Background: an optimization exercise with open tools, aiming at small area, a short achievable clock period and few clock cycles per item. Do not read the settings as production practice.
RTL that was checked went through simulation tests only; none was proved equivalent to the original.
The RTL of runs 3 to 5 was laid out without a check of its function.
No activity file was given, so power comes from the tool's default toggle rates.

==> design.v <==
package softmax_pkg;
  typedef logic [15:0] stream_word_t;
  typedef logic signed [15:0] lane_t;
  typedef logic [16*32-1:0] vec_t;
  typedef logic [17:0] sum_t;
  typedef logic [8-1:0] prob_t;
  typedef enum logic [1:0] {
    MODE_BYPASS  = 2'd0,
    MODE_SOFTMAX = 2'd1
  } mode_t;
endpackage
`timescale 1ns/1ps
module softmax_top (
  input  logic        clk,
  input  logic        rst_n,
  input  logic [15:0] fifo_data,
  input  logic        fifo_empty,
  output logic        rd_en,
  output logic [15:0] tx_data,
  output logic        tx_empty,
  input  logic        tx_fifo_en,
  input  logic [1:0]  control
);
  logic run;
  assign run = (control != 2'd0);
  logic [255:0] rx;         
  logic [95:0]  rf0, rf1;   
  logic [3:0]   ph, ph1;    
  logic [3:0]   wp;         
  logic [3:0]   rp;         
  logic [3:0]   opm;        
  logic         at_op;
  logic [3:0]   cnt;        
  logic [4:0]   rem;        
  logic         cpar;       
  logic [3:0]   lcnt;       
  logic         opar;       
  logic [5:0]   diff;       
  logic         empty_r;    
  logic         cons_q;     
  logic         in_ok_q;    
  logic         in_ok, take, cons, load, complete;
  logic [5:0]   cls_pair;
  assign ph1 = ph + 4'd1;
  always_ff @(posedge clk) begin
    rx  <= {take ? fifo_data : rx[15:0], rx[255:16]};
    rf0 <= {(cons & ~cpar) ? cls_pair : rf0[5:0], rf0[95:6]};
    rf1 <= {(cons &  cpar) ? cls_pair : rf1[5:0], rf1[95:6]};
    ph  <= ph1;
  end
  logic signed [7:0] mrun, mcur;
  logic signed [7:0] in_lo, in_hi;
  logic hi_gt_lo, r_gt_lo, r_gt_hi;
  logic signed [7:0] in_mx, in_mx3;
  assign in_lo    = fifo_data[7:0];
  assign in_hi    = fifo_data[15:8];
  assign hi_gt_lo = (in_hi > in_lo);
  assign r_gt_lo  = (mrun > in_lo);
  assign r_gt_hi  = (mrun > in_hi);
  assign in_mx    = hi_gt_lo ? in_hi : in_lo;
  assign in_mx3   = hi_gt_lo ? (r_gt_hi ? mrun : in_hi) : (r_gt_lo ? mrun : in_lo);
  always_ff @(posedge clk) begin
    if (take) begin
      mrun <= (cnt == 4'd0) ? in_mx : in_mx3;
      if (cnt == 4'd15) mcur <= in_mx3;
    end
  end
  logic [7:0] d_h0, d_h1;
  assign d_h0 = mcur - rx[7:0];
  assign d_h1 = mcur - rx[15:8];
  function automatic logic [2:0] cls_of(input logic [7:0] d);
    cls_of = (d < 8'd6) ? d[2:0] : 3'd6;
  endfunction
  function automatic logic [3:0] sat_of(input logic [7:0] d);
    sat_of = (d[7:4] != 4'd0) ? 4'd15 : d[3:0];
  endfunction
  function automatic logic [12:0] exp_of(input logic [3:0] d);
    exp_of = (d == 4'd0) ? 13'd4096 :
             (d == 4'd1) ? 13'd1507 :
             (d == 4'd2) ? 13'd554  :
             (d == 4'd3) ? 13'd204  :
             (d == 4'd4) ? 13'd75   :
             (d == 4'd5) ? 13'd28   :
             (d == 4'd6) ? 13'd10   :
             (d == 4'd7) ? 13'd4    :
             (d == 4'd8) ? 13'd1    :
             (d == 4'd9) ? 13'd1    : 13'd0;   
  endfunction
  assign cls_pair = {cls_of(d_h1), cls_of(d_h0)};
  logic [7:0]  dq;
  logic        s1_valid, s1_first, s1_last;
  logic [17:0] acc, acc_next, sdiv;
  logic        spend;     
  logic        dbusy;
  logic        start;
  always_ff @(posedge clk) begin
    dq       <= cons ? {sat_of(d_h1), sat_of(d_h0)} : 8'hff;
    s1_first <= cons & (rem == 5'd16);
    s1_last  <= (rem == 5'd1);
    acc      <= acc_next;
  end
  assign acc_next = (s1_first ? 18'd0 : acc)
                  + 18'(exp_of(dq[3:0])) + 18'(exp_of(dq[7:4]));
  assign start    = ~dbusy & (spend | (s1_valid & s1_last));
  always_ff @(posedge clk) begin
    if (start) sdiv <= acc_next;
  end
  assign cons     = cons_q;
  assign in_ok    = in_ok_q;
  assign take     = run & ~fifo_empty & in_ok;
  assign complete = take & (cnt == 4'd15);
  logic       pvalid;
  logic       pop;
  logic [3:0] ocnt;
  logic       av;
  logic [5:0] ad;
  assign pop  = run & tx_fifo_en & av & pvalid;
  assign load = (~av | pop) & (diff != 6'd0) & at_op;
  logic [3:0] cnt_n, wp_n, rp_n, opm_n;
  logic [4:0] rem_n;
  logic [5:0] diff_n;
  logic       empty_n, spend_n, dbusy_n, hold0_n, cons_n, in_ok_n;
  always_comb begin
    cnt_n  = take ? cnt + 4'd1 : cnt;
    wp_n   = take ? ph1 : wp;
    rem_n  = complete ? 5'd16 : (cons ? rem - 5'd1 : rem);
    rp_n   = (complete | cons) ? ph1 : rp;
    diff_n = diff + 6'(cons) - 6'(load);
    if (take && empty_r) opm_n = ph + 4'd15;    
    else if (load)       opm_n = ph1;
    else                 opm_n = opm;
    empty_n = (cnt_n == 4'd0) & (rem_n == 5'd0) & (diff_n == 6'd0);
    spend_n = start ? 1'b0 : ((s1_valid & s1_last) | spend);
    dbusy_n = start | (dbusy & ~xfer);
    hold0_n = spend_n | (cons & (rem == 5'd1) & dbusy_n);
    cons_n  = (rem_n != 5'd0) & (rp_n == ph1) & ~diff_n[5] & (~rem_n[4] | ~hold0_n);
    in_ok_n = empty_n | ((wp_n == ph1) & (((5'(cnt_n) + rem_n) < 5'd16) | cons_n));
  end
  always_ff @(posedge clk) begin
    wp    <= wp_n;
    rp    <= rp_n;
    opm   <= opm_n;
    at_op <= (opm_n == ph1);
  end
  always_ff @(posedge clk or negedge rst_n) begin
    if (!rst_n) begin
      cnt      <= '0;
      rem      <= '0;
      diff     <= '0;
      cpar     <= 1'b0;
      s1_valid <= 1'b0;
      spend    <= 1'b0;
      empty_r  <= 1'b1;
      cons_q   <= 1'b0;
      in_ok_q  <= 1'b1;
    end else begin
      cnt      <= cnt_n;
      rem      <= rem_n;
      diff     <= diff_n;
      empty_r  <= empty_n;
      cons_q   <= cons_n;
      in_ok_q  <= in_ok_n;
      if (cons && rem == 5'd1) cpar <= ~cpar;
      s1_valid <= cons;
      spend    <= spend_n;
    end
  end
  logic [3:0]  k, k_n;
  logic        fa0, fa9, fb7, fb11, fb14;    
  logic [16:0] ra, rb;
  logic [14:0] qa, qb;
  logic [14:0] qa_n, qb_n;
  logic [16:0] ta, tb;
  logic [17:0] t2a, t2b;
  logic [18:0] sba, sbb;    
  logic        gea, geb;
  logic        ptab_free, xfer;
  always_comb begin
    ta = fa0 ? 17'd2048 :     
         fa9 ? 17'd2216 :     
               ra;
    tb = fa0  ? 17'd3014 :    
         fb7  ? 17'd3264 :    
         fb11 ? 17'd2400 :    
         fb14 ? 17'd3584 :    
                rb;
    t2a = {ta, 1'b0};
    t2b = {tb, 1'b0};
    sba = {1'b0, t2a} - {1'b0, sdiv};
    sbb = {1'b0, t2b} - {1'b0, sdiv};
    gea = ~sba[18];
    geb = ~sbb[18];
  end
  assign qa_n = {qa[13:0], gea};
  assign qb_n = {qb[13:0], geb};
  always_ff @(posedge clk) begin
    ra <= gea ? sba[16:0] : t2a[16:0];
    rb <= geb ? sbb[16:0] : t2b[16:0];
    qa <= qa_n;
    qb <= qb_n;
  end
  assign xfer = dbusy & fb14 & ptab_free;
  always_comb begin
    if (start)               k_n = 4'd0;
    else if (dbusy && fb14)  k_n = 4'd0;       
    else if (dbusy)          k_n = k + 4'd1;
    else                     k_n = k;
  end
  always_ff @(posedge clk) begin
    k    <= k_n;
    fa0  <= (k_n == 4'd0);
    fa9  <= (k_n == 4'd9);
    fb7  <= (k_n == 4'd7);
    fb11 <= (k_n == 4'd11);
    fb14 <= (k_n == 4'd14);
  end
  always_ff @(posedge clk or negedge rst_n) begin
    if (!rst_n) dbusy <= 1'b0;
    else        dbusy <= dbusy_n;
  end
  logic [7:0] p0;
  logic [6:0] p1;
  logic [5:0] p2;
  logic [3:0] p3;
  logic [2:0] p4;
  logic       p5;
  assign ptab_free = ~pvalid | (pop & (ocnt == 4'd15));
  logic [7:0] p0_n;
  logic [6:0] p1_n;
  logic [5:0] p2_n;
  logic [3:0] p3_n;
  logic [2:0] p4_n;
  logic       p5_n;
  assign p0_n = xfer ? (qa_n[14] ? 8'd255 : qa_n[13:6]) : p0;
  assign p2_n = xfer ? qa_n[5:0]  : p2;
  assign p1_n = xfer ? qb_n[14:8] : p1;
  assign p3_n = xfer ? qb_n[7:4]  : p3;
  assign p4_n = xfer ? qb_n[3:1]  : p4;
  assign p5_n = xfer ? qb_n[0]    : p5;
  always_ff @(posedge clk) begin
    p0 <= p0_n;
    p1 <= p1_n;
    p2 <= p2_n;
    p3 <= p3_n;
    p4 <= p4_n;
    p5 <= p5_n;
  end
  logic [5:0] lpos_pair;
  assign lpos_pair = opar ? rf1[11:6] : rf0[11:6];    
  logic [5:0] ad_n;
  assign ad_n = load ? lpos_pair : ad;
  always_ff @(posedge clk) begin
    ad <= ad_n;
  end
  always_ff @(posedge clk or negedge rst_n) begin
    if (!rst_n) begin
      pvalid <= 1'b0;
      ocnt   <= '0;
      av     <= 1'b0;
      lcnt   <= '0;
      opar   <= 1'b0;
    end else begin
      if (pop) ocnt <= ocnt + 4'd1;
      if (xfer) pvalid <= 1'b1;
      else if (pop && ocnt == 4'd15) pvalid <= 1'b0;
      av <= load | (av & ~pop);
      if (load) begin
        lcnt <= lcnt + 4'd1;
        if (lcnt == 4'd15) opar <= ~opar;
      end
    end
  end
  function automatic logic [7:0] prob_of(input logic [2:0] c,
                                         input logic [7:0] q0, input logic [6:0] q1,
                                         input logic [5:0] q2, input logic [3:0] q3,
                                         input logic [2:0] q4, input logic q5);
    logic [7:0] r;
    case (c)
      3'd0:    r = q0;
      3'd1:    r = {1'b0, q1};
      3'd2:    r = {2'b0, q2};
      3'd3:    r = {4'b0, q3};
      3'd4:    r = {5'b0, q4};
      3'd5:    r = {7'b0, q5};
      default: r = 8'd0;
    endcase
    prob_of = r;
  endfunction
  logic [15:0] txq;
  logic        offq;
  always_ff @(posedge clk) begin
    txq <= {prob_of(ad_n[5:3], p0_n, p1_n, p2_n, p3_n, p4_n, p5_n),
            prob_of(ad_n[2:0], p0_n, p1_n, p2_n, p3_n, p4_n, p5_n)};
  end
  always_ff @(posedge clk or negedge rst_n) begin
    if (!rst_n) offq <= 1'b0;
    else        offq <= (load | (av & ~pop)) &
                        (xfer | (pvalid & ~(pop & (ocnt == 4'd15))));
  end
  assign rd_en    = run ? in_ok : tx_fifo_en;
  assign tx_data  = run ? txq : fifo_data;
  assign tx_empty = run ? ~offq : fifo_empty;
endmodule
==> flow/run.sh <==
#!/bin/bash
# The standard layout (standard.sh), changed only in how hard and where the
# layout is optimised, not in the constraints it is signed off at:
#  - port buffers are sky130_fd_sc_hd__buf_4 instead of the delay cell buffer_ports picks
#    (every port still gets its own buffer),
#  - the pin placer keeps all pins on one edge (-exclude left:* -exclude right:* -exclude bottom:*), so the
#    bypass paths between input and output pins stay short.
# The full make output goes to make_flow.log; ORFS keeps each step's log
# under orfs/logs.
set -uo pipefail
sed -e 's/SETUP_SLACK_MARGIN=[0-9.]*/SETUP_SLACK_MARGIN=6.0 BUFFER_PORTS_ARGS="-buffer_cell sky130_fd_sc_hd__buf_4" PLACE_PINS_ARGS="-exclude left:* -exclude right:* -exclude bottom:*"/' standard.sh > standard_tuned.sh
bash standard_tuned.sh > make_flow.log 2>&1
status=$?
echo "standard flow exit $status"
exit $status
==> standard.sh <==
#!/bin/bash
# synth_recipe.tcl (not shown) runs the flow's synth.tcl, then flattens the netlist and writes it again
# the make line also repeats each setting of config.mk as NAME=value (left out here)
make -C /OpenROAD-flow-scripts/flow DESIGN_CONFIG=/design/flow/config.mk WORK_HOME=/design/flow/orfs CLKGATE_MAP_FILE= SYNTH_SCRIPT=/design/flow/synth_recipe.tcl "${@:-finish}"
==> config.mk <==
export PLATFORM = sky130hd
export DESIGN_NAME = softmax_top
export DESIGN_NICKNAME = softmax_top
export VERILOG_FILES = /design/flow/design.v
export SDC_FILE = /design/flow/constraint.sdc
export NUM_CORES = 4
export LEC_CHECK = 0
export CAP_MARGIN = 20
export CORE_MARGIN = 2
export CORE_UTILIZATION = 65
export CTS_BUF_LIST = sky130_fd_sc_hd__clkbuf_16
export CTS_CLUSTER_DIAMETER = 100
export CTS_CLUSTER_SIZE = 28
export PLACE_DENSITY = 0.75
export SETUP_SLACK_MARGIN = 5.0
export SLEW_MARGIN = 20
==> constraint.sdc <==
create_clock -name core_clock -period 10.0 [get_ports {clk}]
set_input_delay 2.0000 -clock core_clock [delete_from_list [all_inputs] [get_ports {clk}]]
set_output_delay 2.0000 -clock core_clock [all_outputs]
set_load 0.01 [all_outputs]
==> results.tsv, run 1 <==
metric	value	unit
Critical Path AT	2710	ps
Antenna diodes	0	
pin count of the biggest net entering global routing	43	
Max-cap violations	0	
met3 usage	3.118	%
xor/xnor share of the synthesized area	3.040	%
port bufs	39	
ys flop type	dfxtp_1	
pre-CTS setup slack	4146	ps
setup slack after layout	5291	ps
Die Y	189.9	µm
met2 Usage GRT	41.17	%
Worst-Skew Late Latency	620	ps
final hold vios	0	
DR iter-0 viols	887	
initial antenna violation count	1	
pwr/cell area	190.9	nW/µm²
Final nets	2141	
fmax	0.2124	GHz
Cell Area, Placed	23540	µm²
Root Driver	clkbuf_16	
die footprint	36080	µm²
number of global-route vias before repair	13430	
initial core utilization	65.54	%
Worst VDD drop	0.0002082	V
Critical Path End Type	primary output	
Synth Area in Compound Gates	10.03	%
Internal	0.003587	W
simple logic cell fraction of the synthesized area	9.782	%
CTS Buffer Depth	3	
largest family of logic cells by synthesized area	compound AO/OA/AOI/OAI gates	
first-pass GRT wire length	70.05	mm
Gate power share	11.8	%
post-synthesis sequential area ratio	63.13	%
die width	189.9	µm
Sw Ratio	24.25	%
Sequential Power Share	60.4	%
grt total ovfl	0	
Post-DRT Antenna Nets	0	
synthesized cell area	22470	µm²
final setup fails	0	
routability cong.	0.8863	
first drt pass iteration count	5	
Tightest Hold Check Type	flop to flop	
TritonCTS Buffers	28	
post-synthesis adder-cell area fraction	7.494	%
hpwl dp	29.78	mm
Static Leak	10.46	nW
CTS sink cnt	683	
synthesized area per cell	11.55	µm²
final core occ	72.35	%
# DRC	0	
critical path class	primary input to primary output	
Core ar.	34290	µm²
Post-synth EDFFs	34	
worst path required time	8000	ps
routing usage on met1	33.62	%
Design Area, Final	24810	µm²
unrepaired setup endpoints after global routing	true	
Clock H-tree levels	1	
post-synthesis mux area share	3.007	%
Mapped Nets	2090	
Slew @ Worst Pin	890.8	ps
Fin Clk Skew	20.07	ps
CTS Hold Buffers Added	0	
CTS tree	done	
clock share of power	27.7	%
non-filler instance count after layout	2461	
Clock Pin Slew Worst Setup and Hold Paths	110	ps
# placed instances	2402	
crit start category	primary input	
via count	13440	
row cnt	68	
outcome	timing/DRC/antenna clean	
r2r setup slk	6270	ps
GRT Resource Usage Total	24.43	%
switching power	0.001148	W
IO Pins	40	
Yosys cell types	83	
GRT busiest layer	met2	
share of cells above drive strength 1	11.81	%
vias per cell	5.461	
Area Overhead vs Synth	10.39	%
synth warn	1	
WL final	43.39	mm
Syn Inst Count	1945	
fin crit share	47.09	%
Crit Path Max Fanout	5	
Synth Register Bits	683	
Period minus WS final	4709	ps
Slew Limit Fails	0	
ys async rst share	4.978	%
DR WL/cell	17.63	µm
setup TNS	0	ps
Slew headroom	39.84	%
[cells in the mapped netlist, types with 11 or more instances]
cell	instances	area [µm²]
a211oi_1	15	112.6
o21ai_0	105	525.5
dfrtp_1	32	800.8
mux2i_1	24	240.2
mux2_2	33	371.6
nand2b_1	24	150.1
a21oi_1	55	275.3
a21o_1	14	105.1
o21a_1	25	187.7
xnor2_1	46	402.9
nand4_1	11	68.82
and2_1	29	181.4
nor2b_1	24	150.1
edfxtp_1	34	1021
nor2_1	106	397.9
xor2_1	32	280.3
nand2_1	162	608.1
fa_1	18	360.4
nor3_1	42	210.2
o211ai_1	13	97.59
dfxtp_1	615	12310
ha_1	105	1314
inv_1	149	559.3
nand3_1	27	135.1
clkbuf_1	29	108.9
[sequential cells by signal (all words and copies together) (netlist names), 6 cells and up]
register,count
qa,14
p2,6
ad,6
dq,8
ra,17
p0,8
rb,17
rx,256
mcur,8
acc,18
qb,14
mrun,8
sdiv,18
p1,7
diff,6
txq,16
rf1,96
rf0,96
[metal layers]
| metal | share of wire (%) | wire length [µm] |
|---|---|---|
| met1 | 46 | 19980 |
| met2 | 48 | 20670 |
| met3 | 3.7 | 1599 |
| met4 | 2.6 | 1141 |
| met5 | 0 | 0 |
[cells in the final DEF, fill, tap and decap left out, types with 32 or more instances in the layout]
cell,instances
dfxtp_1,610
inv_1,152
nand2_1,144
nor2_1,102
ha_1,99
o21ai_0,88
a21oi_1,51
xnor2_1,46
nor3_1,40
buf_4,38
edfxtp_1,34
mux2_2,33
xor2_1,32
dfrtp_1,32
[path summary, 6_finish.rpt]
check,start,end,cells past startpoint
max reg2reg,dq[1],sdiv[17],14
min in group asynchronous,rst_n,ocnt[0],1
max,control[1],tx_empty,5
min reg2reg,rf1[34],rf1[28],0
min,rf1[34],rf1[28],0
max in group asynchronous,rst_n,empty_r,1
[layout make-up]
type                       count  area (µm²)
multi-input combinational   1068        8053
inverter                     155       594.3
timing repair buffer          60       610.6
tap                          455       569.3
fill                        2302        9480
clock inverter                12       85.08
sequential                   683       14190
clock buffer                  28       700.7
[logic make-up after synthesis]
family | count (synthesis)
flip-flops | 683
adder cells (fa/ha/maj) | 124
AO/OA/AOI/OAI | 333
buffers and inverters | 200
XOR/XNOR | 78
multiplexers | 61
AND/OR/NAND/NOR | 466
[power groups by stage]
| stage | Sequential [W] | Clock (W) | Combinational (W) |
|---|---|---|---|
| after floorplan | 0.00290 | 0 | 0.000383 |
| after global placement | 0.00292 | 0 | 0.000472 |
| after detailed placement | 0.00292 | 0 | 0.000491 |
| after CTS | 0.00286 | 0.00135 | 0.000538 |
| after global routing | 0.00287 | 0.00145 | 0.000611 |
| final | 0.00286 | 0.00131 | 0.000560 |
[repair_timing]
action / 4_1_cts / 5_1_grt
pin swaps: 19 / 12
gates cloned: 8 / 1
buffers inserted: 6 / 4
gates resized for setup: 44 / 33
endpoints found under the setup margin: 57 / 62
[worst max-delay path, cell delays in order]
cell and delay (ps):
buf_12 110, or2_4 320, nor2_4 120, a21oi_4 40, buf_6 120
[metrics by stage]
stage | hold WS (ps) | power, W
after floorplan | 309.6 | 0.003280
after global placement | 310.0 | 0.003391
after detailed placement | 312.1 | 0.003408
after CTS | 324.7 | 0.004744
after global routing | 331.1 | 0.004925
final | 323.7 | 0.004735
Testbench counts, summed over its fixed seeds: cycles 3,456, items 192.
==> inputs of run 2 (changes only) <==
--- a/config.mk
+++ b/config.mk
@@ -11,6 +11,5 @@
 export CTS_BUF_LIST = sky130_fd_sc_hd__clkbuf_16
 export CTS_CLUSTER_DIAMETER = 100
 export CTS_CLUSTER_SIZE = 28
-export PLACE_DENSITY = 0.75
 export SETUP_SLACK_MARGIN = 5.0
 export SLEW_MARGIN = 20
==> results.tsv, run 2 <==
metric	value	unit	change
outcome	timing/DRC/antenna clean		unchanged
Post-synth EDFFs	34		unchanged
grt total ovfl	0		unchanged
crit start category	primary input		unchanged
vias per cell	5.465		was 5.461
Internal	0.003588	W	was 0.003587 W
final setup fails	0		unchanged
Post-DRT Antenna Nets	0		unchanged
GRT Resource Usage Total	25.40	%	was 24.43%
initial core utilization	65.54	%	unchanged
Crit Path Max Fanout	5		unchanged
Slowest cell on crit path	or2_4		unchanged
via count	13470		was 13440
Post-synth top cells	615 x dfxtp_1, 162 x nand2_1, 149 x inv_1		unchanged
commonest cells after routing, fill and taps aside	610 x dfxtp_1, 152 x inv_1, 143 x nand2_1, 101 x nor2_1, 99 x ha_1		was 610 x dfxtp_1, 152 x inv_1, 144 x nand2_1, 102 x nor2_1, 99 x ha_1
Worst-Skew Late Latency	620	ps	about the same
setup TNS	0	ps	unchanged
Worst VDD drop	0.0002100	V	was 0.0002082 V
Largest regs	rx x256, rf0 x96, rf1 x96		unchanged
port bufs	39		unchanged
TritonCTS Buffers	28		unchanged
Root Driver	clkbuf_16		unchanged
Area contributors post-synth	dfxtp_1 55%, ha_1 5.8%, edfxtp_1 4.5%		unchanged
number of global-route vias before repair	13710		was 13430
switching power	0.001168	W	was 0.001148 W
clock share of power	28.0	%	was 27.7%
worst path cell trace	buf_12, or2_4, nand2_4, o21ai_4, buf_6		was buf_12, or2_4, nor2_4, a21oi_4, buf_6
share of cells above drive strength 1	11.99	%	was 11.81%
pin count of the biggest net entering global routing	43		unchanged
Area Overhead vs Synth	10.56	%	was 10.39%
area leader, netlist	dfxtp_1		unchanged
worst path required time	8000	ps	about the same
Seq. cell area	14200	µm²	was 14190 µm²
Fin Clk Skew	20.01	ps	was 20.07 ps
Synth Register Bits	683		unchanged
WL final	45.07	mm	was 43.39 mm
synthesized area per cell	11.55	µm²	unchanged
# DRC	0		unchanged
routability cong.	0.8871		was 0.8863
initial antenna violation count	0		was 1
Critical Path AT	2710	ps	about the same
fin crit share	47.14	%	was 47.09%
Syn Inst Count	1945		unchanged
CTS Buffer Depth	3		unchanged
Critical Path Max Stage Delay	310	ps	was 320 ps
die width	189.9	µm	unchanged
Biggest register	rx		unchanged
Hold WS	317.0	ps	was 323.7 ps
hpwl dp	30.16	mm	was 29.78 mm
max reg flops	256		unchanged
IO Pins	40		unchanged
Max-cap violations	0		unchanged
Slew Limit Fails	0		unchanged
Die Y	189.9	µm	unchanged
critical path class	primary input to primary output		unchanged
DR WL/cell	18.28	µm	was 17.63 µm
Static Leak	10.47	nW	was 10.46 nW
Sequential Power Share	60.2	%	was 60.4%
Slew @ Worst Pin	809.9	ps	was 890.8 ps
first drt pass iteration count	5		unchanged
Mapped Nets	2090		unchanged
Clock Pin Slew Worst Setup and Hold Paths	100	ps	was 110 ps
fmax	0.2122	GHz	was 0.2124 GHz
synth warn	1		unchanged
synthesized cell area	22470	µm²	unchanged
ys async rst share	4.978	%	unchanged
Period minus WS final	4714	ps	was 4709 ps
Sw Ratio	24.55	%	was 24.25%
die footprint	36080	µm²	unchanged
ys flop type	dfxtp_1		unchanged
Filler cells	2275		was 2302
DR iter-0 viols	859		was 887
row cnt	68		unchanged
Clock H-tree levels	1		unchanged
top-area cell type share of the netlist area	54.79	%	unchanged
unrepaired setup endpoints after global routing	true		unchanged
CTS tree	done		unchanged
Yosys cell types	83		unchanged
CTS sink cnt	683		unchanged
pwr/cell area	191.4	nW/µm²	was 190.9 nW/µm²
CTS Hold Buffers Added	0		unchanged
Critical Path End Type	primary output		unchanged
Final nets	2145		was 2141
commonest non-fill, non-tap cell in the layout	dfxtp_1		unchanged
first-pass GRT wire length	72.75	mm	was 70.05 mm
post-synthesis sequential area ratio	63.13	%	unchanged
most numerous cell in the Yosys netlist	dfxtp_1		unchanged
area of the multi-input gates	8051	µm²	was 8053 µm²
Gate power share	11.8	%	about the same
Slew headroom	45.30	%	was 39.84%
Antenna diodes	0		unchanged
final hold vios	0		unchanged
Tightest Hold Check Type	flop to flop		unchanged
Core ar.	34290	µm²	unchanged
run 2: timing repair:
item	in CTS	in global routing
pin swaps	22	8
endpoints found under the setup margin	44	58
gates resized for setup	47	31
cloned	8	1
setup buffers	8	6
run 2: layout make-up:
cell class                 instances  share of cell area (%)
tap                              455                   2.291
inverter                         155                   2.402
timing repair buffer              64                   2.578
clock buffer                      28                   2.820
clock inverter                    12                  0.3576
multi-input combinational       1068                   32.41
sequential                       683                   57.14
run 2: path summary, 6_finish.rpt:
check / slack (ps) / start / endpoint / depth (start not counted)
max: 5290 / control[1] / tx_data[2] / 5
min: 320 / rx[239] / rx[223] / 0
max reg2reg: 6270 / fa0 / ra[4] / 10
min reg2reg: 320 / rx[239] / rx[223] / 0
max in group asynchronous: 8330 / rst_n / in_ok_q / 1
min in group asynchronous: 1320 / rst_n / ocnt[3] / 1
run 2: stage by stage:
step / cell area [µm²] / worst slack (ps) / power (W) / instances / util (%)
6_report: 24850 / 5286 / 0.004756 / 2465 / 72.46
4_1_cts: 24660 / 5297 / 0.004752 / 2458 / 71.93
2_1_floorplan: 22890 / 5258 / 0.003280 / 1945 / -
3_5_place_dp: 23550 / 4280 / 0.003408 / 2402 / 68.67
5_1_grt: 24850 / 5267 / 0.004938 / 2465 / 72.46
3_3_place_gp: 23550 / 4380 / 0.003395 / 2402 / 68.67
run 2: worst max-delay path: cells and delay by family:
family	cells	cell delay [ps]
AOI/OAI and AO/OA	1	60
buffers and inverters	2	240
and+or+nand+nor	2	410
run 2: power groups by stage:
stage	registers [W]	clock network [W]	logic (W)
final	0.00286	0.00133	0.000563
after detailed placement	0.00292	0	0.000490
after global placement	0.00292	0	0.000475
after CTS	0.00286	0.00135	0.000542
after global routing	0.00287	0.00145	0.000616
after floorplan	0.00290	0	0.000383
run 2: cells by family after synthesis:
logic type	after synthesis	synth area share, %
mux	61	3.007
xor+xnor	78	3.040
fa+ha+maj	124	7.494
compound gates	333	10.03
flops	683	63.13
buf+inv	200	3.524
simple gates	466	9.782
run 2: layer usage:
layer	GRT usage (%)	share of wire (%)
met1	34.34	45
met2	43.35	48
met3	3.339	3.5
met4	6.738	2.6
met5	0	0
==> inputs of run 3 (changes only) <==
--- a/design.v
+++ b/design.v
@@ -166,38 +166,36 @@
     end
   end
   logic [3:0]  k, k_n;
-  logic        fa0, fa9, fb7, fb11, fb14;    
-  logic [16:0] ra, rb;
-  logic [14:0] qa, qb;
-  logic [14:0] qa_n, qb_n;
-  logic [16:0] ta, tb;
-  logic [17:0] t2a, t2b;
-  logic [18:0] sba, sbb;    
-  logic        gea, geb;
+  logic        f0, f4, f5, f8, f10, f13, fb14;    
+  logic [16:0] rq;
+  logic [29:0] qq, qq_n;
+  logic [16:0] t1, t2;
+  logic [17:0] u1, u2;
+  logic [18:0] sb1, sb2;    
+  logic [16:0] r1;
+  logic        ge1, ge2;
   logic        ptab_free, xfer;
   always_comb begin
-    ta = fa0 ? 17'd2048 :     
-         fa9 ? 17'd2216 :     
-               ra;
-    tb = fa0  ? 17'd3014 :    
-         fb7  ? 17'd3264 :    
-         fb11 ? 17'd2400 :    
-         fb14 ? 17'd3584 :    
-                rb;
-    t2a = {ta, 1'b0};
-    t2b = {tb, 1'b0};
-    sba = {1'b0, t2a} - {1'b0, sdiv};
-    sbb = {1'b0, t2b} - {1'b0, sdiv};
-    gea = ~sba[18];
-    geb = ~sbb[18];
+    t1 = f0  ? 17'd2048 :     
+         f5  ? 17'd3014 :     
+         f10 ? 17'd2216 :     
+         f13 ? 17'd3264 :     
+               rq;
+    u1  = {t1, 1'b0};
+    sb1 = {1'b0, u1} - {1'b0, sdiv};
+    ge1 = ~sb1[18];
+    r1  = ge1 ? sb1[16:0] : u1[16:0];
+    t2 = f4 ? 17'd3584 :      
+         f8 ? 17'd2400 :      
+              r1;
+    u2  = {t2, 1'b0};
+    sb2 = {1'b0, u2} - {1'b0, sdiv};
+    ge2 = ~sb2[18];
   end
-  assign qa_n = {qa[13:0], gea};
-  assign qb_n = {qb[13:0], geb};
+  assign qq_n = {qq[27:0], ge1, ge2};
   always_ff @(posedge clk) begin
-    ra <= gea ? sba[16:0] : t2a[16:0];
-    rb <= geb ? sbb[16:0] : t2b[16:0];
-    qa <= qa_n;
-    qb <= qb_n;
+    rq <= ge2 ? sb2[16:0] : u2[16:0];
+    qq <= qq_n;
   end
   assign xfer = dbusy & fb14 & ptab_free;
   always_comb begin
@@ -208,10 +206,12 @@
   end
   always_ff @(posedge clk) begin
     k    <= k_n;
-    fa0  <= (k_n == 4'd0);
-    fa9  <= (k_n == 4'd9);
-    fb7  <= (k_n == 4'd7);
-    fb11 <= (k_n == 4'd11);
+    f0   <= (k_n == 4'd0);
+    f4   <= (k_n == 4'd4);
+    f5   <= (k_n == 4'd5);
+    f8   <= (k_n == 4'd8);
+    f10  <= (k_n == 4'd10);
+    f13  <= (k_n == 4'd13);
     fb14 <= (k_n == 4'd14);
   end
   always_ff @(posedge clk or negedge rst_n) begin
@@ -231,12 +231,12 @@
   logic [3:0] p3_n;
   logic [2:0] p4_n;
   logic       p5_n;
-  assign p0_n = xfer ? (qa_n[14] ? 8'd255 : qa_n[13:6]) : p0;
-  assign p2_n = xfer ? qa_n[5:0]  : p2;
-  assign p1_n = xfer ? qb_n[14:8] : p1;
-  assign p3_n = xfer ? qb_n[7:4]  : p3;
-  assign p4_n = xfer ? qb_n[3:1]  : p4;
-  assign p5_n = xfer ? qb_n[0]    : p5;
+  assign p0_n = xfer ? (qq_n[29] ? 8'd255 : qq_n[28:21]) : p0;
+  assign p5_n = xfer ? qq_n[20]    : p5;
+  assign p1_n = xfer ? qq_n[19:13] : p1;
+  assign p4_n = xfer ? qq_n[12:10] : p4;
+  assign p2_n = xfer ? qq_n[9:4]   : p2;
+  assign p3_n = xfer ? qq_n[3:0]   : p3;
   always_ff @(posedge clk) begin
     p0 <= p0_n;
     p1 <= p1_n;
==> results.tsv, run 3 <==
metric	value	unit	change
Mapped Nets	2067		was 2090
simple logic cell fraction of the synthesized area	10.56	%	was 9.782%
Synth Area in Compound Gates	9.745	%	was 10.03%
synthesized area per cell	11.49	µm²	was 11.55 µm²
initial antenna violation count	3		was 0
Max-cap violations	0		unchanged
commonest cells after routing, fill and taps aside	589 x dfxtp_1, 132 x nand2_1, 128 x inv_1, 92 x buf_4, 91 x nor2_1		was 610 x dfxtp_1, 152 x inv_1, 143 x nand2_1, 101 x nor2_1, 99 x ha_1
DR iter-0 viols	917		was 859
CTS Buffer Depth	3		unchanged
Yosys cell types	82		was 83
fin crit share	49.59	%	was 47.14%
die footprint	35500	µm²	was 36080 µm²
Post-DRT Antenna Nets	0		unchanged
vias per cell	5.623		was 5.465
Hold WS	312.5	ps	was 317.0 ps
Clock Pin Slew Worst Setup and Hold Paths	100	ps	about the same
Area contributors post-synth	dfxtp_1 54%, ha_1 5.9%, edfxtp_1 4.6%		was dfxtp_1 55%, ha_1 5.8%, edfxtp_1 4.5%
Root Driver	clkbuf_16		unchanged
pin count of the biggest net entering global routing	48		was 43
Worst VDD drop	0.0002465	V	was 0.0002100 V
critical path class	primary input to primary output		unchanged
first drt pass iteration count	5		unchanged
pre-CTS setup slack	4179	ps	was 4280 ps
crit start category	primary input		unchanged
hpwl dp	30.91	mm	was 30.16 mm
Area Overhead vs Synth	17.15	%	was 10.56%
Slew @ Worst Pin	875.5	ps	was 809.9 ps
Period minus WS final	4959	ps	was 4714 ps
max reg flops	256		unchanged
initial core utilization	65.93	%	was 65.54%
grt total ovfl	0		unchanged
Core ar.	33530	µm²	was 34290 µm²
synth warn	1		unchanged
row cnt	67		was 68
post-synthesis adder-cell area fraction	7.521	%	was 7.494%
IO Pins	40		unchanged
ys flop type	dfxtp_1		unchanged
worst path cell trace	buf_8, or2_4, buf_12, buf_16, a21oi_4, buf_6		was buf_12, or2_4, nand2_4, o21ai_4, buf_6
first-pass GRT wire length	75.56	mm	was 72.75 mm
fmax	0.2016	GHz	was 0.2122 GHz
port bufs	39		unchanged
Tightest Hold Check Type	flop to flop		unchanged
commonest non-fill, non-tap cell in the layout	dfxtp_1		unchanged
synthesized cell area	22110	µm²	was 22470 µm²
worst path required time	8000	ps	about the same
final setup fails	0		unchanged
number of global-route vias before repair	14100		was 13710
Critical Path End Type	primary output		unchanged
GRT Resource Usage Total	26.93	%	was 25.40%
pwr/cell area	251.4	nW/µm²	was 191.4 nW/µm²
Critical Path Max Stage Delay	270	ps	was 310 ps
DR WL/cell	19.53	µm	was 18.28 µm
Final nets	2191		was 2145
Post-synth EDFFs	34		unchanged
routability cong.	0.9058		was 0.8871
Worst-Skew Late Latency	630	ps	was 620 ps
post-synthesis mux area share	2.920	%	was 3.007%
final core occ	77.24	%	was 72.46%
outcome	timing/DRC/antenna clean		unchanged
xor/xnor share of the synthesized area	3.367	%	was 3.040%
Post-synth top cells	600 x dfxtp_1, 151 x nand2_1, 129 x inv_1		was 615 x dfxtp_1, 162 x nand2_1, 149 x inv_1
most numerous cell in the Yosys netlist	dfxtp_1		unchanged
Static Leak	11.11	nW	was 10.47 nW
Antenna diodes	0		unchanged
CTS Hold Buffers Added	0		unchanged
CTS sink cnt	668		was 683
TritonCTS Buffers	28		unchanged
setup slack after layout	5041	ps	was 5286 ps
Largest regs	rx x256, rf0 x96, rf1 x96		unchanged
Synth Register Bits	668		was 683
post-synthesis sequential area ratio	62.81	%	was 63.13%
top-area cell type share of the netlist area	54.33	%	was 54.79%
Fin Clk Skew	64.59	ps	was 20.01 ps
Die Y	188.4	µm	was 189.9 µm
WL final	48.92	mm	was 45.07 mm
Seq. cell area	13910	µm²	was 14200 µm²
Syn Inst Count	1924		was 1945
via count	14090		was 13470
setup TNS	0	ps	unchanged
Slew headroom	41.53	%	was 45.30%
Slowest cell on crit path	or2_4		unchanged
area of the multi-input gates	8761	µm²	was 8051 µm²
share of cells above drive strength 1	18.77	%	was 11.99%
Biggest register	rx		unchanged
die width	188.4	µm	was 189.9 µm
# DRC	0		unchanged
Critical Path AT	2960	ps	was 2710 ps
final hold vios	0		unchanged
ys async rst share	5.090	%	was 4.978%
CTS tree	done		unchanged
Crit Path Max Fanout	7		was 5
Filler cells	1976		was 2275
Clock H-tree levels	1		unchanged
unrepaired setup endpoints after global routing	true		unchanged
largest family of logic cells by synthesized area	simple AND/OR/NAND/NOR gates		was compound AO/OA/AOI/OAI gates
area leader, netlist	dfxtp_1		unchanged
Slew Limit Fails	0		unchanged
## run 3: cell count changes after synthesis, sizes merged, moves of 11 or more
cell,previous run,this run
inv,155,131
a21oi,55,77
o21ai,108,91
dfxtp,615,600
nand2,162,151
o21a,25,14
## run 3: path summary, 6_finish.rpt
check | from | end | slack (ps) | cells after the start
setup / recovery | control[1] | tx_empty | 5040 | 6
hold / removal | rx[24] | rx[8] | 310 | 0
setup reg to reg | f0 | txq[8] | 5170 | 22
hold reg to reg | rx[24] | rx[8] | 310 | 0
max in group asynchronous | rst_n | in_ok_q | 8300 | 1
min in group asynchronous | rst_n | diff[3] | 1310 | 1
## run 3: report_power, final
part	total (W)	internal, W	leakage, nW	switching, W
logic	0.00187	0.000835	5.12	0.00104
registers	0.00331	0.00309	5.57	0.000223
clock network	0.00133	0.000537	0.422	0.000794
## run 3: area by class of cell
class	instances	area share, %
Clock buffer	29	2.802
Multi-Input combinational cell	1081	33.82
Tap cell	448	2.164
Inverter	132	1.966
Clock inverter	10	0.3381
Sequential cell	668	53.70
Timing Repair Buffer	137	5.203
## run 3: timing repair
action                                  4_1_cts  5_1_grt
resized for setup                           100      115
pin swaps                                    46       38
setup buffers                                49       37
endpoints found under the setup margin       71       63
cloned                                        9        1
## run 3: logic make-up (layout without fill, tap and decap cells)
kind of cell	after synthesis	in the layout
DFF	668	668
and+or+nand+nor	480	481
AOI/OAI and AO/OA	329	332
buffers and inverters	179	308
adders and majority gates	123	123
xor gates and xnor gates	85	85
muxes	60	60
## run 3: worst max-delay path, delay by kind of cell
family                 cells  cell delay, ps
and+or+nand+nor            1             270
AOI/OAI and AO/OA          1             140
buffers and inverters      4             540
## run 3: routing by layer
layer / up-vias / wire length (µm) / track usage, %
met5: - / 0 / 0
met4: 0 / 1755 / 8.714
met3: 127 / 1899 / 2.906
met2: 377 / 23940 / 46.30
met1: 6792 / 21330 / 35.97
li1: 6790 / - / -
## run 3: per-stage QoR
stage | std cells | area, µm² | total power, W
2_1_floorplan | 1924 | 22610 | 0.004354
3_3_place_gp | 2369 | 23230 | 0.004700
3_5_place_dp | 2370 | 23240 | 0.004752
4_1_cts | 2467 | 25080 | 0.006263
5_1_grt | 2505 | 25900 | 0.006800
6_report | 2505 | 25900 | 0.006512
==> inputs of run 4 (changes only) <==
--- a/design.v
+++ b/design.v
@@ -29,7 +29,7 @@
   logic [3:0]   wp;         
   logic [3:0]   rp;         
   logic [3:0]   opm;        
-  logic         at_op;
+  logic         at_op;      
   logic [3:0]   cnt;        
   logic [4:0]   rem;        
   logic         cpar;       
@@ -93,15 +93,17 @@
   logic        spend;     
   logic        dbusy;
   logic        start;
+  logic        sum_last;
   always_ff @(posedge clk) begin
     dq       <= cons ? {sat_of(d_h1), sat_of(d_h0)} : 8'hff;
-    s1_first <= cons & (rem == 5'd16);
+    s1_first <= cons & rem[4];
     s1_last  <= (rem == 5'd1);
     acc      <= acc_next;
   end
   assign acc_next = (s1_first ? 18'd0 : acc)
                   + 18'(exp_of(dq[3:0])) + 18'(exp_of(dq[7:4]));
-  assign start    = ~dbusy & (spend | (s1_valid & s1_last));
+  assign sum_last = s1_valid & s1_last;
+  assign start    = ~dbusy & (spend | sum_last);
   always_ff @(posedge clk) begin
     if (start) sdiv <= acc_next;
   end
@@ -113,9 +115,10 @@
   logic       pop;
   logic [3:0] ocnt;
   logic       av;
-  logic [5:0] ad;
-  assign pop  = run & tx_fifo_en & av & pvalid;
-  assign load = (~av | pop) & (diff != 6'd0) & at_op;
+  logic       ptab_free, xfer;
+  assign pop  = run & tx_fifo_en & av;
+  assign load = (~av | pop) & (diff != 6'd0) & at_op &
+                ((lcnt != 4'd0) | xfer | (pvalid & ~av));
   logic [3:0] cnt_n, wp_n, rp_n, opm_n;
   logic [4:0] rem_n;
   logic [5:0] diff_n;
@@ -130,7 +133,7 @@
     else if (load)       opm_n = ph1;
     else                 opm_n = opm;
     empty_n = (cnt_n == 4'd0) & (rem_n == 5'd0) & (diff_n == 6'd0);
-    spend_n = start ? 1'b0 : ((s1_valid & s1_last) | spend);
+    spend_n = ~start & (sum_last | spend);
     dbusy_n = start | (dbusy & ~xfer);
     hold0_n = spend_n | (cons & (rem == 5'd1) & dbusy_n);
     cons_n  = (rem_n != 5'd0) & (rp_n == ph1) & ~diff_n[5] & (~rem_n[4] | ~hold0_n);
@@ -166,36 +169,37 @@
     end
   end
   logic [3:0]  k, k_n;
-  logic        f0, f4, f5, f8, f10, f13, fb14;    
-  logic [16:0] rq;
-  logic [29:0] qq, qq_n;
-  logic [16:0] t1, t2;
-  logic [17:0] u1, u2;
-  logic [18:0] sb1, sb2;    
-  logic [16:0] r1;
-  logic        ge1, ge2;
-  logic        ptab_free, xfer;
+  logic        fa0, fa9, fb7, fb11, fb14;    
+  logic [16:0] ra, rb;
+  logic [14:0] qa, qb;
+  logic [14:0] qa_n, qb_n;
+  logic [16:0] ta, tb;
+  logic [17:0] t2a, t2b;
+  logic [18:0] sba, sbb;    
+  logic        gea, geb;
   always_comb begin
-    t1 = f0  ? 17'd2048 :     
-         f5  ? 17'd3014 :     
-         f10 ? 17'd2216 :     
-         f13 ? 17'd3264 :     
-               rq;
-    u1  = {t1, 1'b0};
-    sb1 = {1'b0, u1} - {1'b0, sdiv};
-    ge1 = ~sb1[18];
-    r1  = ge1 ? sb1[16:0] : u1[16:0];
-    t2 = f4 ? 17'd3584 :      
-         f8 ? 17'd2400 :      
-              r1;
-    u2  = {t2, 1'b0};
-    sb2 = {1'b0, u2} - {1'b0, sdiv};
-    ge2 = ~sb2[18];
-  end
-  assign qq_n = {qq[27:0], ge1, ge2};
-  always_ff @(posedge clk) begin
-    rq <= ge2 ? sb2[16:0] : u2[16:0];
-    qq <= qq_n;
+    ta = fa0 ? 17'd2048 :     
+         fa9 ? 17'd2216 :     
+               ra;
+    tb = fa0  ? 17'd3014 :    
+         fb7  ? 17'd3264 :    
+         fb11 ? 17'd2400 :    
+         fb14 ? 17'd3584 :    
+                rb;
+    t2a = {ta, 1'b0};
+    t2b = {tb, 1'b0};
+    sba = {1'b0, t2a} - {1'b0, sdiv};
+    sbb = {1'b0, t2b} - {1'b0, sdiv};
+    gea = ~sba[18];
+    geb = ~sbb[18];
+  end
+  assign qa_n = {qa[13:0], gea};
+  assign qb_n = {qb[13:0], geb};
+  always_ff @(posedge clk) begin
+    ra <= gea ? sba[16:0] : t2a[16:0];
+    rb <= geb ? sbb[16:0] : t2b[16:0];
+    qa <= qa_n;
+    qb <= qb_n;
   end
   assign xfer = dbusy & fb14 & ptab_free;
   always_comb begin
@@ -206,37 +210,29 @@
   end
   always_ff @(posedge clk) begin
     k    <= k_n;
-    f0   <= (k_n == 4'd0);
-    f4   <= (k_n == 4'd4);
-    f5   <= (k_n == 4'd5);
-    f8   <= (k_n == 4'd8);
-    f10  <= (k_n == 4'd10);
-    f13  <= (k_n == 4'd13);
+    fa0  <= (k_n == 4'd0);
+    fa9  <= (k_n == 4'd9);
+    fb7  <= (k_n == 4'd7);
+    fb11 <= (k_n == 4'd11);
     fb14 <= (k_n == 4'd14);
   end
   always_ff @(posedge clk or negedge rst_n) begin
     if (!rst_n) dbusy <= 1'b0;
     else        dbusy <= dbusy_n;
   end
-  logic [7:0] p0;
-  logic [6:0] p1;
-  logic [5:0] p2;
-  logic [3:0] p3;
-  logic [2:0] p4;
-  logic       p5;
+  logic [7:0] p0, p0_n;
+  logic [6:0] p1, p1_n;
+  logic [5:0] p2, p2_n;
+  logic [3:0] p3, p3_n;
+  logic [2:0] p4, p4_n;
+  logic       p5, p5_n;
   assign ptab_free = ~pvalid | (pop & (ocnt == 4'd15));
-  logic [7:0] p0_n;
-  logic [6:0] p1_n;
-  logic [5:0] p2_n;
-  logic [3:0] p3_n;
-  logic [2:0] p4_n;
-  logic       p5_n;
-  assign p0_n = xfer ? (qq_n[29] ? 8'd255 : qq_n[28:21]) : p0;
-  assign p5_n = xfer ? qq_n[20]    : p5;
-  assign p1_n = xfer ? qq_n[19:13] : p1;
-  assign p4_n = xfer ? qq_n[12:10] : p4;
-  assign p2_n = xfer ? qq_n[9:4]   : p2;
-  assign p3_n = xfer ? qq_n[3:0]   : p3;
+  assign p0_n = xfer ? (qa_n[14] ? 8'd255 : qa_n[13:6]) : p0;
+  assign p2_n = xfer ? qa_n[5:0]  : p2;
+  assign p1_n = xfer ? qb_n[14:8] : p1;
+  assign p3_n = xfer ? qb_n[7:4]  : p3;
+  assign p4_n = xfer ? qb_n[3:1]  : p4;
+  assign p5_n = xfer ? qb_n[0]    : p5;
   always_ff @(posedge clk) begin
     p0 <= p0_n;
     p1 <= p1_n;
@@ -245,12 +241,28 @@
     p4 <= p4_n;
     p5 <= p5_n;
   end
-  logic [5:0] lpos_pair;
+  function automatic logic [7:0] prob_of(input logic [2:0] c,
+                                         input logic [7:0] q0, input logic [6:0] q1,
+                                         input logic [5:0] q2, input logic [3:0] q3,
+                                         input logic [2:0] q4, input logic q5);
+    logic [7:0] r;
+    case (c)
+      3'd0:    r = q0;
+      3'd1:    r = {1'b0, q1};
+      3'd2:    r = {2'b0, q2};
+      3'd3:    r = {4'b0, q3};
+      3'd4:    r = {5'b0, q4};
+      3'd5:    r = {7'b0, q5};
+      default: r = 8'd0;
+    endcase
+    prob_of = r;
+  endfunction
+  logic [5:0]  lpos_pair;
+  logic [15:0] txq;         
   assign lpos_pair = opar ? rf1[11:6] : rf0[11:6];    
-  logic [5:0] ad_n;
-  assign ad_n = load ? lpos_pair : ad;
-  always_ff @(posedge clk) begin
-    ad <= ad_n;
+  always_ff @(posedge clk) begin
+    if (load) txq <= {prob_of(lpos_pair[5:3], p0_n, p1_n, p2_n, p3_n, p4_n, p5_n),
+                      prob_of(lpos_pair[2:0], p0_n, p1_n, p2_n, p3_n, p4_n, p5_n)};
   end
   always_ff @(posedge clk or negedge rst_n) begin
     if (!rst_n) begin
@@ -270,34 +282,7 @@
       end
     end
   end
-  function automatic logic [7:0] prob_of(input logic [2:0] c,
-                                         input logic [7:0] q0, input logic [6:0] q1,
-                                         input logic [5:0] q2, input logic [3:0] q3,
-                                         input logic [2:0] q4, input logic q5);
-    logic [7:0] r;
-    case (c)
-      3'd0:    r = q0;
-      3'd1:    r = {1'b0, q1};
-      3'd2:    r = {2'b0, q2};
-      3'd3:    r = {4'b0, q3};
-      3'd4:    r = {5'b0, q4};
-      3'd5:    r = {7'b0, q5};
-      default: r = 8'd0;
-    endcase
-    prob_of = r;
-  endfunction
-  logic [15:0] txq;
-  logic        offq;
-  always_ff @(posedge clk) begin
-    txq <= {prob_of(ad_n[5:3], p0_n, p1_n, p2_n, p3_n, p4_n, p5_n),
-            prob_of(ad_n[2:0], p0_n, p1_n, p2_n, p3_n, p4_n, p5_n)};
-  end
-  always_ff @(posedge clk or negedge rst_n) begin
-    if (!rst_n) offq <= 1'b0;
-    else        offq <= (load | (av & ~pop)) &
-                        (xfer | (pvalid & ~(pop & (ocnt == 4'd15))));
-  end
   assign rd_en    = run ? in_ok : tx_fifo_en;
   assign tx_data  = run ? txq : fifo_data;
-  assign tx_empty = run ? ~offq : fifo_empty;
+  assign tx_empty = run ? ~av : fifo_empty;
 endmodule
==> results.tsv, run 4 <==
metric	value	unit	change
worst path required time	8000	ps	about the same
Gate power share	2.4	%	was 28.8%
final setup fails	0		unchanged
fmax	0.2061	GHz	was 0.2016 GHz
first drt pass iteration count	5		unchanged
CTS tree	done		unchanged
fin crit share	48.52	%	was 49.59%
commonest cells after routing, fill and taps aside	582 x dfxtp_1, 138 x inv_1, 116 x nand2_1, 101 x nor2_1, 100 x ha_1		was 589 x dfxtp_1, 132 x nand2_1, 128 x inv_1, 92 x buf_4, 91 x nor2_1
Area Overhead vs Synth	11.93	%	was 17.15%
hold path cells	0		unchanged
Post-synth top cells	593 x dfxtp_1, 134 x nand2_1, 131 x inv_1		was 600 x dfxtp_1, 151 x nand2_1, 129 x inv_1
Max-cap violations	0		unchanged
clock share of power	31.8	%	was 20.4%
ys async rst share	4.882	%	was 5.090%
unrepaired setup endpoints after global routing	true		unchanged
max reg flops	256		unchanged
pin count of the biggest net entering global routing	50		was 48
Clock Pin Slew Worst Setup and Hold Paths	100	ps	about the same
most numerous cell in the Yosys netlist	dfxtp_1		unchanged
Critical Path Max Stage Delay	320	ps	was 270 ps
Design Area, Final	24910	µm²	was 25900 µm²
Yosys cell types	76		was 82
pwr/cell area	166.0	nW/µm²	was 251.4 nW/µm²
setup TNS	0	ps	unchanged
# DRC	0		unchanged
Slew Limit Fails	0		unchanged
Worst-Skew Late Latency	590	ps	was 630 ps
critical path class	primary input to primary output		unchanged
Sequential Power Share	65.8	%	was 50.8%
crit start category	primary input		unchanged
worst r2r path cells	13		was 22
Synth Register Bits	676		was 668
Largest regs	rx x256, rf0 x96, rf1 x96		unchanged
TritonCTS Buffers	28		unchanged
hpwl dp	29.72	mm	was 30.91 mm
die footprint	35740	µm²	was 35500 µm²
IO Pins	40		unchanged
synthesized area per cell	11.87	µm²	was 11.49 µm²
Period minus WS final	4852	ps	was 4959 ps
synthesized cell area	22260	µm²	was 22110 µm²
Fin Clk Skew	26.26	ps	was 64.59 ps
number of global-route vias before repair	13210		was 14100
Critical Path AT	2850	ps	was 2960 ps
worst path cell trace	buf_12, or2_4, mux2_4, buf_6		was buf_8, or2_4, buf_12, buf_16, a21oi_4, buf_6
outcome	timing/DRC/antenna clean		unchanged
Slew headroom	35.38	%	was 41.53%
Internal	0.003288	W	was 0.004458 W
Critical path buffers and inverters	2		was 4
CP Depth	4		was 6
DR iter-0 viols	657		was 917
row cnt	67		unchanged
DR WL/cell	18.15	µm	was 19.53 µm
Sw Ratio	20.51	%	was 31.54%
commonest non-fill, non-tap cell in the layout	dfxtp_1		unchanged
Root Driver	clkbuf_16		unchanged
ys flop type	dfxtp_1		unchanged
Biggest register	rx		unchanged
Area contributors post-synth	dfxtp_1 53%, edfxtp_1 6.7%, ha_1 5.9%		was dfxtp_1 54%, ha_1 5.9%, edfxtp_1 4.6%
share of cells above drive strength 1	14.23	%	was 18.77%
initial antenna violation count	0		was 3
Mapped Nets	2021		was 2067
Syn Inst Count	1876		was 1924
port bufs	39		unchanged
final hold vios	0		unchanged
switching power	0.0008482	W	was 0.002054 W
CTS Hold Buffers Added	0		unchanged
GRT Resource Usage Total	24.70	%	was 26.93%
Tightest Hold Check Type	flop to flop		unchanged
Slew @ Worst Pin	950.5	ps	was 875.5 ps
Post-DRT Antenna Nets	0		unchanged
routability cong.	0.8905		was 0.9058
WL final	43.74	mm	was 48.92 mm
Crit path max-delay family	multiplexers		was buffers and inverters
die width	189.1	µm	was 188.4 µm
Clock H-tree levels	1		unchanged
post-synthesis sequential area ratio	63.80	%	was 62.81%
Crit Path Max Fanout	4		was 7
via count	13060		was 14090
top-area cell type share of the netlist area	53.33	%	was 54.33%
area leader, netlist	dfxtp_1		unchanged
Worst VDD drop	0.0001674	V	was 0.0002465 V
Cell Area, Placed	23360	µm²	was 23240 µm²
initial core utilization	66.22	%	was 65.93%
CTS sink cnt	676		was 668
Post-synth EDFFs	50		was 34
Core ar.	33620	µm²	was 33530 µm²
final core occ	74.11	%	was 77.24%
first-pass GRT wire length	70.15	mm	was 75.56 mm
Static Leak	10.65	nW	was 11.11 nW
Die Y	189.1	µm	was 188.4 µm
grt total ovfl	0		unchanged
CTS Buffer Depth	3		unchanged
synth warn	1		unchanged
Critical Path End Type	primary output		unchanged
Final nets	2095		was 2191
vias per cell	5.420		was 5.623
Slowest cell on crit path	mux2_4		was or2_4
[run 4: timing repair]
| item | CTS | global route |
|---|---|---|
| pin swaps | 22 | 18 |
| gates resized for setup | 74 | 31 |
| setup endpoints to repair | 90 | 61 |
| setup buffers | 20 | 13 |
| gates cloned | 4 | 1 |
[run 4: cell families after synthesis]
kind of cell | Yosys count | synth area share (%)
simple gates | 461 | 10.23
flops | 676 | 63.80
fa+ha+maj | 123 | 7.521
xor+xnor | 78 | 3.069
compound gates | 295 | 8.707
buf+inv | 173 | 3.007
mux | 70 | 3.665
[run 4: through the flow]
| stage | instances | setup slack [ps] | power [W] | hold slack, ps |
|---|---|---|---|---|
| finish | 2410 | 5148 | 0.004136 | 327.1 |
| global route | 2409 | 5144 | 0.004256 | 332.9 |
| CTS | 2395 | 5155 | 0.004154 | 324.9 |
| detailed placement | 2330 | 3785 | 0.002871 | 312.1 |
| global placement | 2330 | 3913 | 0.002869 | 309.8 |
| floorplan | 1876 | 5279 | 0.002842 | 309.6 |
[run 4: routing by layer]
layer	global-route usage, %	share of wire, %
met1	32.48	45
met2	43.41	50
met3	2.373	2.4
met4	7.512	2.8
met5	0	0
[run 4: power groups by stage]
stage	clock network [W]	logic, W	registers [W]
3_3_place_gp	0	0.0000839	0.00279
6_report	0.00131	0.0000999	0.00272
3_5_place_dp	0	0.0000856	0.00279
5_1_grt	0.00143	0.000108	0.00272
2_1_floorplan	0	0.0000571	0.00279
4_1_cts	0.00134	0.0000961	0.00272
[run 4: area by class of cell]
class	instances	area, µm²
Sequential cell	676	14230
Fill cell	2204	8702
Multi-Input combinational cell	1031	8064
Timing Repair Buffer	81	757.0
Clock buffer	28	700.7
Tap cell	448	560.5
Inverter	132	495.5
Clock inverter	13	101.3
Antenna cell	1	2.502
[run 4: worst reg2reg max path, cell delays in order (launching register included)]
cell      delay [ps]
dfxtp_4          390
nor2_2            50
or3b_2           460
fa_1             520
inv_1             80
fa_2             400
a21o_1           200
a21oi_2          170
o21bai_1         110
a2111o_1         460
nand2_2          100
o21ai_4           90
o311ai_4         320
mux2_4           340
[run 4: final timing paths]
check / from / endpoint / slack, ps
min reg2reg: rx[108] / rx[92] / 330
min in group asynchronous: rst_n / lcnt[3] / 1330
max reg2reg: dq[6] / sdiv[15] / 6080
max in group asynchronous: rst_n / in_ok_q / 8330
max: control[1] / rd_en / 5150
min: rx[108] / rx[92] / 330
==> inputs of run 5 (changes only) <==
==> run.sh (new file) <==
#!/bin/bash
# synth_recipe.tcl (not shown) runs the flow's synth.tcl, then flattens the netlist and writes it again
# the make line also repeats each setting of config.mk as NAME=value (left out here)
make -C /OpenROAD-flow-scripts/flow DESIGN_CONFIG=/design/flow/config.mk WORK_HOME=/design/flow/orfs CLKGATE_MAP_FILE= SYNTH_SCRIPT=/design/flow/synth_recipe.tcl finish
removed: flow/run.sh
removed: standard.sh
==> results.tsv, run 5 <==
metric	value	unit	change
DR WL/cell	17.94	µm	was 18.15 µm
Largest regs	rx x256, rf0 x96, rf1 x96		unchanged
unrepaired setup endpoints after global routing	true		unchanged
initial antenna violation count	0		unchanged
commonest cells after routing, fill and taps aside	593 x dfxtp_1, 135 x inv_1, 134 x nand2_1, 105 x nor2_1, 105 x ha_1		was 582 x dfxtp_1, 138 x inv_1, 116 x nand2_1, 101 x nor2_1, 100 x ha_1
Critical Path End Type	primary output		unchanged
Slowest cell on crit path	or2_4		was mux2_4
Critical Path AT	2980	ps	was 2850 ps
Post-DRT Antenna Nets	0		unchanged
Tightest Hold Check Type	flop to flop		unchanged
Worst-Skew Late Latency	600	ps	was 590 ps
critical path class	primary input to primary output		unchanged
CTS Buffer Depth	3		unchanged
Core ar.	33620	µm²	unchanged
ys flop type	dfxtp_1		unchanged
Worst VDD drop	0.0001856	V	was 0.0001674 V
crit start category	primary input		unchanged
pwr/cell area	171.0	nW/µm²	was 166.0 nW/µm²
Synth Register Bits	676		unchanged
Yosys cell types	76		unchanged
Fin Clk Skew	23.91	ps	was 26.26 ps
row cnt	67		unchanged
synthesized cell area	22260	µm²	unchanged
worst path cell trace	buf_4, or2_4, buf_12, buf_4, nand2_1, o21ai_1, buf_2		was buf_12, or2_4, mux2_4, buf_6
Area Overhead vs Synth	8.173	%	was 11.93%
Slew @ Worst Pin	990.4	ps	was 950.5 ps
die width	189.1	µm	unchanged
hold path cells	0		unchanged
# DRC	0		unchanged
area leader, netlist	dfxtp_1		unchanged
first-pass GRT wire length	67.65	mm	was 70.15 mm
worst r2r path cells	13		unchanged
port bufs	39		unchanged
Die Y	189.1	µm	unchanged
synthesized area per cell	11.87	µm²	unchanged
Worst Hold Path EP	rx[57]		was rx[92]
DR iter-0 viols	914		was 657
WL final	42.82	mm	was 43.74 mm
Clock Pin Slew Worst Setup and Hold Paths	110	ps	was 100 ps
share of cells above drive strength 1	8.308	%	was 14.23%
Slew headroom	33.43	%	was 35.38%
RR Startpoint	dq[2]		was dq[6]
post-synthesis sequential area ratio	63.80	%	unchanged
initial core utilization	66.22	%	unchanged
CTS sink cnt	676		unchanged
r2r setup slk	5340	ps	was 6080 ps
final core occ	71.63	%	was 74.11%
Mapped Nets	2021		unchanged
GRT Resource Usage Total	24.01	%	was 24.70%
Post-synth top cells	593 x dfxtp_1, 134 x nand2_1, 131 x inv_1		unchanged
hpwl dp	29.38	mm	was 29.72 mm
final hold vios	0		unchanged
fin crit share	49.77	%	was 48.52%
Clock H-tree levels	1		unchanged
top-area cell type share of the netlist area	53.33	%	unchanged
Overall Power	0.004117	W	was 0.004136 W
routability cong.	0.8960		was 0.8905
via count	13110		was 13060
CTS tree	done		unchanged
setup TNS	0	ps	unchanged
fmax	0.2009	GHz	was 0.2061 GHz
TritonCTS Buffers	28		unchanged
FF-to-FF End	sdiv[17]		was sdiv[15]
Critical Path Max Stage Delay	250	ps	was 320 ps
most numerous cell in the Yosys netlist	dfxtp_1		unchanged
Max-cap violations	0		unchanged
Period minus WS final	4977	ps	was 4852 ps
max reg flops	256		unchanged
Syn Inst Count	1876		unchanged
synth warn	1		unchanged
number of global-route vias before repair	12850		was 13210
final setup fails	0		unchanged
most frequent CP cell	buf_4		
Static Leak	10.45	nW	was 10.65 nW
first drt pass iteration count	5		unchanged
Final nets	2074		was 2095
Slew Limit Fails	0		unchanged
grt total ovfl	0		unchanged
die footprint	35740	µm²	unchanged
vias per cell	5.493		was 5.420
ys async rst share	4.882	%	unchanged
Biggest register	rx		unchanged
outcome	timing/DRC/antenna clean		unchanged
worst path required time	8000	ps	about the same
IO Pins	40		unchanged
Area contributors post-synth	dfxtp_1 53%, edfxtp_1 6.7%, ha_1 5.9%		unchanged
commonest non-fill, non-tap cell in the layout	dfxtp_1		unchanged
min-delay src	rx[73]		was rx[108]
Crit Path Max Fanout	6		was 4
Root Driver	clkbuf_16		unchanged
Post-synth EDFFs	50		unchanged
Filler cells	2347		was 2204
pin count of the biggest net entering global routing	50		unchanged
run 5: cell counts after synthesis:
Identical to the previous run, type by type.
run 5: layout make-up:
type	instances	area, µm²	area share [%]
diodes	1	2.502	0.01039
clock buffers	29	725.7	3.014
clock inverters	10	62.56	0.2598
inverters	132	495.5	2.058
multi-input cells	1029	7481	31.07
flip-flops and latches	676	14200	58.98
well taps	448	560.5	2.328
repair buffers	62	549.3	2.281
run 5: power breakdown:
part / internal (W) / total (W) / switching [W]
logic: 0.0000358 / 0.0000822 / 0.0000463
registers: 0.00272 / 0.00272 / 0
clock network: 0.000531 / 0.00131 / 0.000781
run 5: layer usage:
layer,part of all wire [%],track usage [%],routed length [µm],vias up
li1,-,-,-,6455
met1,47,34.04,19970,6318
met2,47,40.00,20160,285
met3,4.4,2.780,1873,54
met4,1.9,5.288,819,0
met5,0,0,0,-
run 5: worst max-delay path, delay by kind of cell:
kind	cells	cell delay, ps
buffers and inverters	4	590
and+or+nand+nor	2	320
AOI/OAI and AO/OA	1	70
run 5: per-stage QoR:
step	std cells	setup WS [ps]	instance area [µm²]	hold WS, ps
2_1_floorplan	1876	5026	22280	309.6
3_3_place_gp	2332	4121	23140	309.9
3_5_place_dp	2332	4006	23140	312.1
4_1_cts	2384	4876	24030	323.6
5_1_grt	2386	4963	24080	327.2
6_report	2387	5023	24080	318.7
run 5: kinds of logic (layout without fill, tap and decap cells):
family	Yosys count	after routing	synth area share [%]
DFF	676	676	63.80
and+or+nand+nor	461	463	10.23
AOI/OAI and AO/OA	295	295	8.707
buffers and inverters	173	233	3.007
adders and majority gates	123	123	7.521
xor gates and xnor gates	78	78	3.069
muxes	70	70	3.665
other	0	1	0
run 5: how the worst max path moves through the flow:
| stage | from | slack [ps] | end |
|---|---|---|---|
| finish | control[0] | 5020 | tx_data[13] |
| global placement | control[1] | 4120 | in_ok_q |
| detailed placement | tx_fifo_en | 4010 | in_ok_q |
| global route | tx_fifo_en | 4960 | in_ok_q |
| CTS | fifo_data[1] | 4880 | tx_data[1] |
| floorplan | control[1] | 5030 | in_ok_q |
run 5: what timing repair did:
item                                    in CTS  in global routing
gates resized for setup                     84                 32
buffers inserted                            11                  1
hold buffers                                 0                  0
hold endpoints to repair                     0                  0
cloned                                       2                  1
endpoints found under the setup margin      21                 16
pin swaps                                    4                  4

==> what the ideal ports hide <==
The flow's constraints put no driver on any port. The routed layouts listed below were extracted and timed again, unchanged, in two steps.
Step 1 assumes that a clkbuf_16 drives the clock port and a buf_2 every other input.
Step 2 times the ports against the registers' clock, not the clock port: input delays grow and output delays shrink by t, the midpoint of the rising clock arrivals with the driver on.
Three values: ideal ports, drivers, drivers and shift; two values: the first two.
run | shift t [ns] | setup slack, ns | worst setup path after step 2
run 1 | 0.657 | 5.291 / 5.195 / 5.169 | input to register
run 2 | 0.657 | 5.286 / 5.187 / 5.079 | input to register
run 3 | 0.649 | 5.041 / 4.999 / 4.999 | input to output
run 4 | 0.633 | 5.148 / 5.101 / 5.101 | input to output
run 5 | 0.641 | 5.023 / 4.999 / 4.662 | input to register
After both steps every run listed still meets setup and hold. The setup slack of run 5, which loses most, moves by -0.024 ns with the drivers and by -0.361 ns with both steps.
